This is an optimization exercise on Yosys and OpenROAD, whose aim is small area, not a production implementation.
Function was checked by simulation only, so behaviour that the tests miss may differ from the original.
Power is estimated from default activity; no workload was simulated.

// imgproc_top
module imgproc_top
#(
	parameter int IMAGE_W = 640,
	parameter int RUN_LEN = 5
) (
	input  logic         clk,
	input  logic         reset_n,
	input  logic [23:0]  sink_data_i,
	input  logic         sink_sop_i,
	input  logic         sink_eop_i,
	input  logic         sink_valid_i,
	output logic         sink_ready_o,
	output logic [23:0]  source_data_o,
	output logic         source_sop_o,
	output logic         source_eop_o,
	output logic         source_valid_o,
	input  logic         source_ready_i,
	input  logic         apb_psel_i,
	input  logic         apb_penable_i,
	input  logic         apb_pwrite_i,
	input  logic [7:0]   apb_paddr_i,
	input  logic [31:0]  apb_pwdata_i,
	output logic [31:0]  apb_prdata_o,
	output logic         apb_pready_o,
	output logic         apb_pslverr_o
);
Size: ~1,400 cells after synthesis, ~140 I/O pins, roughly 0.014 sq mm of cells after synthesis.
==> flow/config.mk <==
export PLATFORM = sky130hd
export DESIGN_NAME = imgproc_top
export DESIGN_NICKNAME = imgproc_top
export VERILOG_FILES = /design/flow/design.v
export SDC_FILE = /design/flow/constraint.sdc
export NUM_CORES = 4
export LEC_CHECK = 0
export CAP_MARGIN = 20
export CORE_MARGIN = 2
export CORE_UTILIZATION = 60
export GPL_TIMING_DRIVEN = 0
export SLEW_MARGIN = 20
export BUFFER_PORTS_ARGS = -buffer_cell sky130_fd_sc_hd__buf_1
export REMOVE_ABC_BUFFERS = 1
export CTS_ARGS = -sink_clustering_enable -repair_clock_nets -dont_use_dummy_load -buf_list {sky130_fd_sc_hd__clkbuf_8} -sink_clustering_size 20 -sink_clustering_max_diameter 60
==> flow/constraint.sdc <==
create_clock -name core_clock -period 5.0 [get_ports {clk}]
set_input_delay 1.0000 -clock core_clock [delete_from_list [all_inputs] [get_ports {clk}]]
set_output_delay 1.0000 -clock core_clock [all_outputs]
set_load 0.01 [all_outputs]
standard.sh (not shown) runs the stock make flow with config.mk's settings and CLKGATE_MAP_FILE= SYNTH_SCRIPT=/design/flow/synth_recipe.tcl, a recipe that flattens the netlist after the stock synthesis.
==> flow/flow/run.sh <==
#!/bin/bash
# Own flow: the standard ORFS flow (standard.sh), with
#  - synthesis using an area-oriented ABC script (flow/abc_area.script) in
#    place of ORFS's speed script; everything else in synthesis unchanged,
#  - a few extra layout settings (flow/extra.mk) appended to config.mk.
# Each step's output goes to a log file of its own in this folder.
set -euo pipefail
cat flow/extra.mk >> config.mk
rm -rf scripts_area
cp -r "$FLOW_HOME/scripts" scripts_area
cp flow/abc_area.script scripts_area/abc_speed.script
SCRIPTS_DIR=$PWD/scripts_area bash standard.sh synth > synth_run.log 2>&1
bash standard.sh > layout_run.log 2>&1
==> flow/flow/abc_area.script <==
strash
dch -f
map -a
&get -n
&st
&dch -f
&nf -R 1000 -p
&st
&syn2
&dch -f
&nf -R 1000 -p
&st
&syn2
&dch -f
&nf -R 1000 -p
&put
topo
dnsize -c
==> flow/flow/extra.mk <==
export BUFFER_PORTS_ARGS = -buffer_cell sky130_fd_sc_hd__buf_1
export REMOVE_ABC_BUFFERS = 1
export CTS_ARGS = -sink_clustering_enable -repair_clock_nets -dont_use_dummy_load -buf_list {sky130_fd_sc_hd__clkbuf_8} -sink_clustering_size 20 -sink_clustering_max_diameter 60
Then changed:
==> flow/flow/abc_area.script (replaced) <==
strash
balance
rewrite
refactor
balance
rewrite
rewrite -z
balance
refactor -z
rewrite -z
balance
balance
rewrite
refactor
balance
rewrite
rewrite -z
balance
refactor -z
rewrite -z
balance
dch -f
amap
&get -n
&st
&dch -f
&nf -R 1000 -p
&st
&syn2
&dch -f
&nf -R 1000 -p
&put
topo
dnsize -c
==> flow/flow/extra.mk (replaced) <==
export BUFFER_PORTS_ARGS = -buffer_cell sky130_fd_sc_hd__buf_1
export REMOVE_ABC_BUFFERS = 1
export CTS_ARGS = -sink_clustering_enable -repair_clock_nets -dont_use_dummy_load -buf_list {sky130_fd_sc_hd__clkbuf_8} -sink_clustering_size 16 -sink_clustering_max_diameter 50
Settings changed: CAP_MARGIN 20 to 5, CORE_UTILIZATION 60 to 70, CTS_ARGS -sink_clustering_enable -repair_clock_nets -dont_use_dummy_load -buf_list {sky130_fd_sc_hd__clkbuf_8} -sink_clustering_size 20 -sink_clustering_max_diameter 60 to -sink_clustering_enable -repair_clock_nets -dont_use_dummy_load -buf_list {sky130_fd_sc_hd__clkbuf_8} -sink_clustering_size 16 -sink_clustering_max_diameter 50, GPL_TIMING_DRIVEN 0 to not set, SLEW_MARGIN 20 to 5.
After rerunning:
- routed wire length fell by 4.9%
- critical path depth rose by 1
- total power rose by 2.7%
- count of clock-buffer cells in the layout rose by 6
- sequential power barely changes
- non-clock buffer count rose by 10
- clock power rose by about 10%

========
imgproc_top again, from the RTL that the note above started with.
clock: 5.0 ns
lec_check: 0
cap_margin: 5
core_margin: 2
core_utilization: 60
slew_margin: 5
buffer_ports_args: -buffer_cell sky130_fd_sc_hd__buf_1
remove_abc_buffers: 1
cts_args: -sink_clustering_enable -repair_clock_nets -dont_use_dummy_load -buf_list {sky130_fd_sc_hd__clkbuf_8} -sink_clustering_size 16 -sink_clustering_max_diameter 50
==> flow/flow/abc_area.script <==
strash
balance
rewrite
refactor
balance
rewrite
rewrite -z
balance
refactor -z
rewrite -z
balance
balance
rewrite
refactor
balance
rewrite
rewrite -z
balance
refactor -z
rewrite -z
balance
dch -f
amap
&get -n
&st
&dch -f
&nf -R 1000 -p
&st
&syn2
&dch -f
&nf -R 1000 -p
&put
topo
dnsize -c
==> flow/flow/extra.mk <==
export BUFFER_PORTS_ARGS = -buffer_cell sky130_fd_sc_hd__buf_1
export REMOVE_ABC_BUFFERS = 1
export CTS_ARGS = -sink_clustering_enable -repair_clock_nets -dont_use_dummy_load -buf_list {sky130_fd_sc_hd__clkbuf_8} -sink_clustering_size 16 -sink_clustering_max_diameter 50
Scripts as last shown in full above: flow/flow/run.sh
The starting point finished with timing, DRC and antenna clean.
Rerun with:
==> flow/flow/run.sh (replaced) <==
#!/bin/bash
# Own flow: the standard ORFS flow (standard.sh) with a few extra settings
# appended to the standard flow's config.mk. Each tool's output goes to its own log.
set -e
cp standard.sh standard_sh_copy.log
cp config.mk config_orig_mk.log
cat flow/extra.mk >> config.mk
bash standard.sh > standard_run.log 2>&1
==> flow/flow/extra.mk (replaced) <==
export BUFFER_PORTS_ARGS = -buffer_cell sky130_fd_sc_hd__buf_1
export CTS_BUF_LIST = sky130_fd_sc_hd__clkbuf_4 sky130_fd_sc_hd__clkbuf_8
export REMOVE_ABC_BUFFERS = 1
export RECOVER_POWER = 100
==> flow/config.mk (replaced) <==
export PLATFORM = sky130hd
export DESIGN_NAME = imgproc_top
export DESIGN_NICKNAME = imgproc_top
export VERILOG_FILES = /design/flow/design.v
export SDC_FILE = /design/flow/constraint.sdc
export NUM_CORES = 4
export LEC_CHECK = 0
export CAP_MARGIN = 20
export CORE_MARGIN = 2
export CORE_UTILIZATION = 40
export SLEW_MARGIN = 20
export BUFFER_PORTS_ARGS = -buffer_cell sky130_fd_sc_hd__buf_1
export CTS_BUF_LIST = sky130_fd_sc_hd__clkbuf_4 sky130_fd_sc_hd__clkbuf_8
export REMOVE_ABC_BUFFERS = 1
export RECOVER_POWER = 100
removed: flow/flow/abc_area.script
With this change the flow completed, yet does not pass: capacitance limit, slew limit.
Sequential power is about the same.
Routed wire length rose by 18%.
Core utilization came out lower by 23 points.
Global-route usage decreases by 9.9 points.
Cell area goes up by 13%.
Non-clock buffer count is lower by 8.
Total power goes up by 23%.
Sequential share of layout area falls by 5.2 points.
Worst setup slack is worse by 35 ps.
Clock power increases by 72%.
Worst hold slack loses 7.8 ps.
Rerun with:
==> flow/flow/run.sh (replaced) <==
#!/bin/bash
# Own flow: the standard ORFS flow (standard.sh), with
#  - synthesis using an area-oriented ABC script (flow/abc_area.script) in
#    place of ORFS's speed script; everything else in synthesis unchanged,
#  - a few extra layout settings (flow/extra.mk) appended to config.mk.
# Each step's output goes to a log file of its own in this folder.
set -euo pipefail
cat flow/extra.mk >> config.mk
rm -rf scripts_area
cp -r "$FLOW_HOME/scripts" scripts_area
cp flow/abc_area.script scripts_area/abc_speed.script
SCRIPTS_DIR=$PWD/scripts_area bash standard.sh synth > synth_run.log 2>&1
bash standard.sh > layout_run.log 2>&1
==> flow/flow/abc_area.script (new file) <==
strash
balance
rewrite
refactor
balance
rewrite
rewrite -z
balance
refactor -z
rewrite -z
balance
balance
rewrite
refactor
balance
rewrite
rewrite -z
balance
refactor -z
rewrite -z
balance
dch -f
amap
&get -n
&st
&dch -f
&nf -R 1000 -p
&st
&syn2
&dch -f
&nf -R 1000 -p
&put
topo
dnsize -c
==> flow/flow/extra.mk (replaced) <==
export BUFFER_PORTS_ARGS = -buffer_cell sky130_fd_sc_hd__buf_1
export REMOVE_ABC_BUFFERS = 1
export CTS_ARGS = -sink_clustering_enable -repair_clock_nets -dont_use_dummy_load -buf_list {sky130_fd_sc_hd__clkbuf_4} -sink_clustering_size 10 -sink_clustering_max_diameter 40
--- a/flow/config.mk
+++ b/flow/config.mk
@@ -8 +8 @@
-export CAP_MARGIN = 20
+export CAP_MARGIN = 5
@@ -10,2 +10,2 @@
-export CORE_UTILIZATION = 40
-export SLEW_MARGIN = 20
+export CORE_UTILIZATION = 60
+export SLEW_MARGIN = 5
@@ -13 +12,0 @@
-export CTS_BUF_LIST = sky130_fd_sc_hd__clkbuf_4 sky130_fd_sc_hd__clkbuf_8
@@ -15 +14 @@
-export RECOVER_POWER = 100
+export CTS_ARGS = -sink_clustering_enable -repair_clock_nets -dont_use_dummy_load -buf_list {sky130_fd_sc_hd__clkbuf_4} -sink_clustering_size 10 -sink_clustering_max_diameter 40
- With this change the flow completed with no timing, DRC or antenna violations
- core utilization came out higher by 23 points
- worst setup slack is better by 61 ps
- clock power drops by 50%
- first-iteration DRC count is higher by 17%
- final area drops by 12%

-- static timing again, ports no longer ideal --
No port has a modelled driver above. Below, the same layouts with a new extraction and two added sets of constraints. Step 1 assumes that a clkbuf_16 drives the clock port and a buf_2 every other input. Step 2, shift: input delay + t, output delay - t, t = (earliest + latest rising clock arrival at the registers) / 2. This alone moves slack from input paths to output paths. a / b / c = ideal ports / drivers / drivers and shift; a / b = the first two.
run | t (ns) | setup slack, ns | worst setup path after step 2 | worst register clock-pin slew, ns | pins driven straight from the clock port
the first run of note 1 | 0.613 | 0.250 / 0.250 / -0.272 | input to register | 0.12 / 0.12 | 1
the second run of note 1 | 0.633 | 0.298 / 0.298 / -0.136 | input to register | 0.10 / 0.10 | 1
the first run of note 2 | 0.633 | 0.267 / 0.267 / -0.190 | input to register | 0.09 / 0.09 | 1
the second run of note 2 | 0.638 | 0.232 / 0.151 / -0.284 | input to register | 0.07 / 0.07 | 1
the third run of note 2 | 0.699 | 0.293 / 0.293 / -0.242 | input to register | 0.11 / 0.11 | 1
For the third run of note 2, which loses most, drivers alone change the setup slack by 0.000 ns; drivers and shift together by -0.535 ns.
